Background: an optimization exercise with open tools, aiming at small area, a short achievable clock period and few clock cycles per item. Do not read the settings as production practice. Function was checked by simulation only, so behaviour that the tests miss may differ from the original.

==> inputs of v28 <==
Design modsq_top, start of the top module:
module modsq_top (
    input  wire  logic        clk,
    input  wire  logic        reset,
    input  wire  logic        psel,
    input  wire  logic        penable,
    input  wire  logic        pwrite,
    input  wire  logic [7:0]  paddr,
    input  wire  logic [31:0] pwdata,
    output logic [31:0]       prdata,
    output logic              pready,
    output logic              pslverr
);
clock: 16.0 ns
lec_check: 0
cap_margin: 20
core_margin: 2
core_utilization: 40
setup_slack_margin: 5
slew_margin: 20
run.sh (not shown) runs the stock make flow with config.mk's settings and CLKGATE_MAP_FILE= SYNTH_SCRIPT=/design/flow/synth_recipe.tcl, a recipe that flattens the netlist after the stock synthesis.
==> v13: changes against v28 <==
SETUP_SLACK_MARGIN = default   (was 5)
==> comparison table <==
|  | v13 | v28 |
|---|---|---|
| Layout cells sized above 1 | 5.64% | 14.7% |
| Post-placement cell count | 5,450 | 5,460 |
| Vias in the first global route | 33,800 | 36,400 |
| Global-route met2 utilization | 44.8% | 48.9% |
| Number of antenna violations at the first check in global routing | 4 | 3 |
| Critical-path top delay cell | ha_1 | fa_1 |
| Worst Tran Pin Value | 1.16 ns | 1.00 ns |
| Status | complete, no violations | complete, no violations |
| Post-route non-filler standard cell count | 5,483 | 5,697 |
| Non-clk buf share | 4.06% | 9.49% |
| Met1 Routed Length | 59,300 microns | 61,700 microns |
| Worst Path Arrival | 14.71 ns | 12.05 ns |
| Detailed Place HPWL | 112,000 microns | 113,000 microns |
| Met2 wirelength from detailed routing | 64,000 microns | 69,200 microns |
| R2R Setup Slk | 1.44 ns | 4.11 ns |
| Startpoint of the tightest hold check path | xin_q[16] | xin_q[3] |
Testbench counts of v28, summed over its fixed seeds: cycles 7,492, items 128.
Testbench counts of v13, summed over its fixed seeds: cycles 7,492, items 128.


==> run F <==
Another version of the RTL of modsq_top (not shown whole).
export LEC_CHECK = 0
export CAP_MARGIN = 20
export CORE_MARGIN = 2
export CORE_UTILIZATION = 55
export SETUP_SLACK_MARGIN = 5
export SLEW_MARGIN = 20
create_clock -name core_clock -period 16.0 [get_ports {clk}]
==> run X: changes against run F <==
Settings changed: CORE_UTILIZATION 55 to 40.
==> run D: changes against run F <==
==> flow/flow/run.sh (new file) <==
#!/bin/bash
set -euo pipefail
bash standard.sh SETUP_SLACK_MARGIN=8 finish > standard_flow.log 2>&1
==> flow/standard.sh (new file) <==
#!/bin/bash
# synth_recipe.tcl (not shown) runs the flow's synth.tcl, then flattens the netlist and writes it again
# the make line also repeats each setting of config.mk as NAME=value (left out here)
make -C /OpenROAD-flow-scripts/flow DESIGN_CONFIG=/design/flow/config.mk WORK_HOME=/design/flow/orfs CLKGATE_MAP_FILE= SYNTH_SCRIPT=/design/flow/synth_recipe.tcl "${@:-finish}"
Settings changed: CORE_UTILIZATION 55 to 40, SETUP_SLACK_MARGIN 5 to unset.
removed: flow/run.sh
==> run K: changes against run F <==
--- a/flow/design.v
+++ b/flow/design.v
@@ -5059,55 +5059,42 @@
     fold_reduce fold_i (
         .r1 (r1),
         .r2 (r2),
         .rc (rc),
         .mn (mn),
         .y  (y)
     );
-    logic iter_wr;
-    logic [15:0] tsrc;
     logic [4:0]  lz;
     logic [15:0] tn;
     logic [31:0] pow_lo;    
     logic [31:0] pow_top;   
-    logic [31:0] pow_e;
-    logic        init;
-    assign tsrc = iter_wr ? pwdata[15:0] : iter_q;
     always_comb begin
         lz = 5'd16;
         for (int i = 0; i < 16; i++) begin
-            if (tsrc[i]) lz = 5'(15 - i);
+            if (iter_q[i]) lz = 5'(15 - i);
         end
     end
-    assign tn     = tsrc << lz;
-    assign pow_lo = 32'd1 << tsrc[4:0];
-    always_comb begin
-        case (tn[14:10])
-            5'd30:   pow_top = 32'h8000_0006;
-            5'd31:   pow_top = 32'd18;
-            default: pow_top = 32'd6 << tn[14:10];
-        endcase
-    end
-    assign pow_e = (lz > 5'd10) ? pow_lo : pow_top;
-    assign init  = iter_wr | (st == ST_IDLE);
-    logic last_bit, go;
+    assign tn      = iter_q << lz;
+    assign pow_lo  = 32'd1 << iter_q[4:0];
+    assign pow_top = 32'd1 << tn[15:11];
+    logic last_bit, go, iter_wr;
     assign last_bit = (cnt == 6'd1);
     assign go       = busy | start_wr;
     assign iter_wr  = wr_ok & s_iter;
     always_comb begin
         st_nx   = st;
         busy_nx = busy;
         done_nx = done;
         fin     = 1'b0;
         if (start_wr) begin
             busy_nx = 1'b1;
             done_nx = 1'b0;
         end
         case (st)
-            ST_IDLE:  ;
+            ST_IDLE:  st_nx = (lz > 5'd10) ? ST_E_RDY : ST_E_SQ;
             ST_E_SQ:  if (last_bit) st_nx = go ? ST_XFER : ST_E_RDY;
             ST_E_RDY: st_nx = go ? ST_XFER : ST_E_RDY;
             ST_XFER:  st_nx = r[31] ? ST_X_SQ : ST_X_LZ;
             ST_X_LZ: begin
                 if (es[31]) begin
                     if (last_bit) fin = 1'b1;
                     else          st_nx = ST_X_SQ;
@@ -5122,15 +5109,15 @@
                 else          st_nx = ST_X_SQ;
             end
             default: st_nx = ST_IDLE;
         endcase
         if (fin) begin
             st_nx = ST_IDLE; busy_nx = 1'b0; done_nx = 1'b1;
         end
-        if (init) st_nx = (lz >= 5'd10) ? ST_E_RDY : ST_E_SQ;
+        if (iter_wr) st_nx = ST_IDLE;
     end
     always_ff @(posedge clk) begin
         if (reset) begin
             iter_q <= '0;
             xin_q  <= '0;
             busy   <= 1'b0;
             done   <= 1'b0;
@@ -5152,29 +5139,33 @@
             op   <= (st_nx == ST_E_SQ) || (st_nx == ST_X_SQ) || (st_nx == ST_X_MUL);
             mn   <= (st_nx == ST_E_SQ);
         end
     end
     logic [31:0] r_alt;
     always_comb begin
         r_alt = r;
-        if (init)               r_alt = pow_e;
+        if (st == ST_IDLE)      r_alt = (lz > 5'd10) ? pow_lo : pow_top;
         else if (st == ST_XFER) r_alt = xin_q;
     end
     always_ff @(posedge clk) begin
-        r <= (op & ~iter_wr) ? y : r_alt;
+        r <= op ? y : r_alt;
     end
     always_ff @(posedge clk) begin
         if (fin) xo <= op ? y : r;
     end
     logic [31:0] es_nx;
     logic [5:0]  cnt_nx;
     always_comb begin
         es_nx  = es;
         cnt_nx = cnt;
         case (st)
+            ST_IDLE: begin
+                es_nx  = {tn[10:0], 21'd0};
+                cnt_nx = 6'(5'd11 - lz);
+            end
             ST_E_SQ, ST_X_MUL: begin
                 es_nx  = es << 1;
                 cnt_nx = cnt - 6'd1;
             end
             ST_XFER: begin
                 es_nx  = r << 1;
                 cnt_nx = 6'd31;
@@ -5192,18 +5183,14 @@
                 if (!es[31]) begin
                     es_nx  = es << 1;
                     cnt_nx = cnt - 6'd1;
                 end
             end
             default: ;
         endcase
-        if (init) begin
-            es_nx  = {tn[9:0], 22'd0};
-            cnt_nx = 6'(5'd10 - lz);
-        end
     end
     always_ff @(posedge clk) begin
         es  <= es_nx;
         cnt <= cnt_nx;
     end
     logic        ge_p;
     logic [31:0] x_out;
Settings changed: CORE_UTILIZATION 55 to 40, TNS_END_PERCENT set to 5.
==> flow_summary.yaml <==
status:
  status: "no timing/DRC/antenna violations"
cells_and_area:
  layout-drive-gt1-share_pct: 18.78
setup_path:
  reg2reg_depth: 36
synthesis:
  avgSynthCellArea_um2: 8.817
  synth.net_count: 5834
  muxShareOfSynthArea_pct: 3.165
placed_design:
  dpl.hpwl_um: 118600
route:
  wl_per_cell_um: 30.43
sta:
  setup_ws_ns: 5.985
Source of the figures above: run D

==> flow_summary.yaml <==
status:
  status: "no timing/DRC/antenna violations"
placed_design:
  dpl.hpwl_um: 115000
setup_path:
  reg2reg_depth: 31
synthesis:
  synth.net_count: 5650
  muxShareOfSynthArea_pct: 2.590
  avgSynthCellArea_um2: 8.962
  synthAdderAreaFrac_pct: 39.17
  yosysTopAreaCell: "fa_1"
  synthSimpleGateAreaFrac_pct: 7.885
  synth-xor-area-share_pct: 12.25
route:
  route.detailed.drc: 0
  drt-vias-per-instance: 6.155
  wl_per_cell_um: 28.39
global_routing:
  antenna_found_initial: 2
  grt_usage_pct: 31.26
sta:
  setup_ws_ns: 5.239
hold_path:
  worstHoldPathCells: 2
cts:
  cts_tree: "done"
cells_and_area:
  layout-drive-gt1-share_pct: 6.160
Source of the figures above: run K

==> flow_summary.yaml <==
status:
  status: "no timing/DRC/antenna violations"
sta:
  setup_ws_ns: 5.210
cells_and_area:
  top_area_cell_class: "multi-input combinational cells"
  clkCellAreaFrac_pct: 1.257
  seq_cell_count: 166
synthesis:
  synth.net_count: 5834
  muxShareOfSynthArea_pct: 3.165
  avgSynthCellArea_um2: 8.817
global_routing:
  grt_overflow_total: 0
placed_design:
  dpl.hpwl_um: 115400
route:
  wl_per_cell_um: 27.89
setup_path:
  path_common_cell: "fa_1"
  reg2reg_depth: 29
job:
  drv_cap: 0
Source of the figures above: run X

==> flow_summary.yaml <==
synthesis:
  synth-main-ff-cell: "dfxtp_1"
  muxShareOfSynthArea_pct: 3.165
  avgSynthCellArea_um2: 8.817
route:
  wl_per_cell_um: 30.15
  drt-initial-drc-count: 5223
hold_path:
  holdPathEnd: "es[15]"
  worstHoldPathCells: 2
cells_and_area:
  layout-drive-gt1-share_pct: 6.678
  top_area_cell_class: "multi-input combinational cells"
  reg_top3: "r x32, xin_q x32, xo x32"
job:
  drv_cap: 0
floorplan:
  fp.dieH_um: 283.9
sta:
  setup_ws_ns: 5.101
  slew_headroom_pct: 15.55
setup_path:
  rr_startpoint: "r[0]"
  reg2reg_depth: 28
global_routing:
  grt_pass1_wl_um: 255600
  grt_pass1_vias: 38270
  grt.busiest_layer: "met2"
placed_design:
  place_congestion: 1.010
status:
  status: "no timing/DRC/antenna violations"
Source of the figures above: run F

Testbench counts of run F, summed over its fixed seeds: cycles 6,484, items 128.
Testbench counts of run X, summed over its fixed seeds: cycles 6,484, items 128.
Testbench counts of run D, summed over its fixed seeds: cycles 6,484, items 128.
Testbench counts of run K, summed over its fixed seeds: cycles 6,640, items 128.

## re-timing with driven ports
In the flow no input, the clock included, has a driving cell. The finished layouts below were timed again as built, in two steps.
Step 1 (the two cells are an assumption about what drives the block):
set clk [get_ports {clk}]
set_driving_cell -lib_cell sky130_fd_sc_hd__clkbuf_16 $clk
set_driving_cell -lib_cell sky130_fd_sc_hd__buf_2 [delete_from_list [all_inputs] $clk]
Step 2 moves the port delays by t, midway between the first and last clock arrival at a register: inputs arrive t later, outputs are due t later. That takes back most of the time a late clock gives input paths.
a / b / c = no drivers / after step 1 / after step 2; a / b = the first two.
run | shift t [ns] | slack for setup (ns) | worst hold slack (ns) | slew at the worst register clock pin (ns) | cell pins on the clock port's net
v28 | 0.491 | 4.113 / 4.113 / 4.113 | 0.558 / 0.558 / 0.558 | 0.07 / 0.07 | 1
v13 | 0.477 | 1.444 / 1.444 / 1.444 | 0.515 / 0.515 / 0.515 | 0.06 / 0.06 | 1
run F | 0.489 | 5.101 / 5.101 / 5.101 | 0.476 / 0.476 / 0.476 | 0.07 / 0.07 | 1
run X | 0.481 | 5.210 / 5.210 / 5.210 | 0.475 / 0.475 / 0.475 | 0.07 / 0.07 | 1
run D | 0.508 | 5.985 / 5.985 / 5.985 | 0.482 / 0.482 / 0.482 | 0.07 / 0.07 | 1
run K | 0.493 | 5.239 / 5.239 / 5.239 | 0.549 / 0.549 / 0.549 | 0.08 / 0.08 | 1
After both steps every run listed still meets setup and hold.
